This design comes from an exercise in tuning for small area, a short achievable clock period and few clock cycles per item on the open sky130 flow, not from production work.
Where RTL was checked, it was by simulation tests only, not by an equivalence proof against the original.
Power is estimated from default activity; no workload was simulated.

==> flow/design.v (excerpt) <==
module pixel_window (
    input  logic                      clk,
    input  logic                      rst_n,
    input  logic                      in_valid,
    output logic                      in_ready,
    input  pixel_pkg::pixel_t         in_pixel,
    output logic                      out_valid,
    input  logic                      out_ready,
    output pixel_pkg::pixel_t [15:0]  out_window,
    output logic                      frame_done
);
Size: ~1,500 cells after synthesis, roughly 1,300 flip-flops, about 40,000 µm² of cells after synthesis.
==> flow/config.mk <==
export PLATFORM = sky130hd
export DESIGN_NAME = pixel_window
export DESIGN_NICKNAME = pixel_window
export VERILOG_FILES = /design/flow/design.v
export SDC_FILE = /design/flow/constraint.sdc
export NUM_CORES = 4
export LEC_CHECK = 0
export CAP_MARGIN = 20
export CORE_MARGIN = 2
export CORE_UTILIZATION = 65
export PLACE_DENSITY = 0.75
export SETUP_SLACK_MARGIN = 2.5
export SLEW_MARGIN = 20
==> flow/constraint.sdc <==
create_clock -name core_clock -period 5.0 [get_ports {clk}]
set_input_delay 1.0000 -clock core_clock [delete_from_list [all_inputs] [get_ports {clk}]]
set_output_delay 1.0000 -clock core_clock [all_outputs]
set_load 0.01 [all_outputs]
standard.sh (not shown) runs the stock make flow with config.mk's settings and CLKGATE_MAP_FILE= SYNTH_SCRIPT=/design/flow/synth_recipe.tcl, a recipe that flattens the netlist after the stock synthesis.
==> flow/flow/run.sh <==
#!/bin/bash
# The standard layout, with plain buffers on the ports instead of the delay cells that
# buffer_ports would otherwise pick.
set -euo pipefail
export BUFFER_PORTS_ARGS="-buffer_cell sky130_fd_sc_hd__buf_2"
bash standard.sh > standard.log 2>&1
Rerun with:
CORE_UTILIZATION = 40   (was 65)
PLACE_DENSITY = unset   (was 0.75)
Power went up by 1.3%. Non-clock buffer count went up by 1. Clock skew went up by 0.012 ns. Setup slack barely changes. Routed wire length went up by 1.8%. Register-to-register slack is better by 0.07 ns. Die area went up by 61%. Maximum frequency stays flat. Final cell count went up by 18%. First-iteration DRC count went up by 12%.
Function was not checked in any run of this note: the RTL went through the layout flow alone.

---

pixel_window, a different RTL version from the one above (not shown whole).
Size: about 1500 cells after synthesis, about 420 I/O pins, roughly 0.040 mm^2 of cells after synthesis.
clock: 5.0 ns
lec_check: 0
cap_margin: 20
core_margin: 2
core_utilization: 70
cts_cluster_diameter: 60
cts_cluster_size: 30
place_density: 0.8
setup_slack_margin: 2.8
slew_margin: 20
tns_end_percent: 5
==> flow/flow/run.sh <==
#!/bin/bash
# The standard layout, with plain buffers on the ports instead of the delay cells that
# buffer_ports would otherwise pick.
set -euo pipefail
export BUFFER_PORTS_ARGS="-buffer_cell sky130_fd_sc_hd__buf_1"
bash standard.sh > standard.log 2>&1
The first run finished clean.
Testbench counts at the start, summed over its fixed seeds: cycles 5,152, windows 3,328.
Next try:
- CORE_UTILIZATION: 70 -> 65
- CTS_CLUSTER_DIAMETER: 60 -> 120
- PLACE_DENSITY: 0.8 -> 0.75
Setup slack gets better by 33 ps.
Utilization shrinks by 5.6 points.
Routed wire length shrinks by 6.3%.
Final cell count grows by 1.0%.
Total power shrinks by 2.1%.
Maximum frequency grows by 1.4%.
Non-clock buffer count grows by 29.
Global-route usage shrinks by 3.0 points.
Design area stays flat.
Via count shrinks by 0.71%.
Clock-buffer cell count shrinks by 1.

---

Starting RTL as in the previous note.
==> flow/config.mk <==
export PLATFORM = sky130hd
export DESIGN_NAME = pixel_window
export DESIGN_NICKNAME = pixel_window
export VERILOG_FILES = /design/flow/design.v
export SDC_FILE = /design/flow/constraint.sdc
export NUM_CORES = 4
export LEC_CHECK = 0
export CAP_MARGIN = 20
export CORE_ASPECT_RATIO = 0.5
export CORE_MARGIN = 2
export CORE_UTILIZATION = 65
export CTS_CLUSTER_DIAMETER = 120
export CTS_CLUSTER_SIZE = 30
export PLACE_DENSITY = 0.75
export SETUP_SLACK_MARGIN = 2.8
export SLEW_MARGIN = 20
export TNS_END_PERCENT = 5
==> flow/constraint.sdc <==
create_clock -name core_clock -period 5.0 [get_ports {clk}]
set_input_delay 1.0000 -clock core_clock [delete_from_list [all_inputs] [get_ports {clk}]]
set_output_delay 1.0000 -clock core_clock [all_outputs]
set_load 0.01 [all_outputs]
Scripts as last shown in full above: flow/flow/run.sh
Testbench counts at the start, summed over its fixed seeds: cycles 5,152, windows 3,328.
==> next run, changes <==
--- a/flow/config.mk
+++ b/flow/config.mk
@@ -7,8 +7,7 @@
 export LEC_CHECK = 0
 export CAP_MARGIN = 20
-export CORE_ASPECT_RATIO = 0.5
 export CORE_MARGIN = 2
 export CORE_UTILIZATION = 65
-export CTS_CLUSTER_DIAMETER = 120
+export CTS_CLUSTER_DIAMETER = 60
 export CTS_CLUSTER_SIZE = 30
 export PLACE_DENSITY = 0.75
Result: Clock skew barely changes. Synthesized area is unchanged. Hold slack loses 0.0073 ns. Wire length went up by 5.1%. Synthesized cell count does not change. Core utilization went up by 1.4 points. Clock power went up by 18%.

## static timing again, ports no longer ideal
The flow's constraints put no driver on any port. The routed layouts listed below were extracted and timed again, unchanged, in two steps. Step 1 (the two cells are an assumption about what drives the block):
set clk [get_ports {clk}]
set_driving_cell -lib_cell sky130_fd_sc_hd__clkbuf_16 $clk
set_driving_cell -lib_cell sky130_fd_sc_hd__buf_2 [delete_from_list [all_inputs] $clk]
Step 2, shift: input delay + t, output delay - t, t = (earliest + latest rising clock arrival at the registers) / 2. This alone moves slack from input paths to output paths. a / b / c = no drivers / after step 1 / after step 2; a / b = the first two.
run | t, ns | slack for setup (ns) | slew at the worst register clock pin (ns) | worst data-port slew with drivers (ns)
the first run of note 1 | 0.705 | 2.586 / 2.529 / 1.968 | 0.07 / 0.07 | 0.06
the second run of note 1 | 0.777 | 2.585 / 2.521 / 2.061 | 0.06 / 0.06 | 0.10
the first run of note 2 | 0.684 | 2.693 / 2.632 / 2.070 | 0.11 / 0.11 | 0.06
the second run of note 2 | 0.659 | 2.726 / 2.668 / 2.123 | 0.11 / 0.11 | 0.05
the first run of note 3 | 0.659 | 2.714 / 2.653 / 2.109 | 0.11 / 0.11 | 0.10
the second run of note 3 | 0.692 | 2.713 / 2.650 / 2.140 | 0.11 / 0.11 | 0.05
After both steps setup and hold are still met in every run listed. The setup slack of the first run of note 2, which loses most, moves by -0.061 ns with the drivers and by -0.623 ns with both steps.
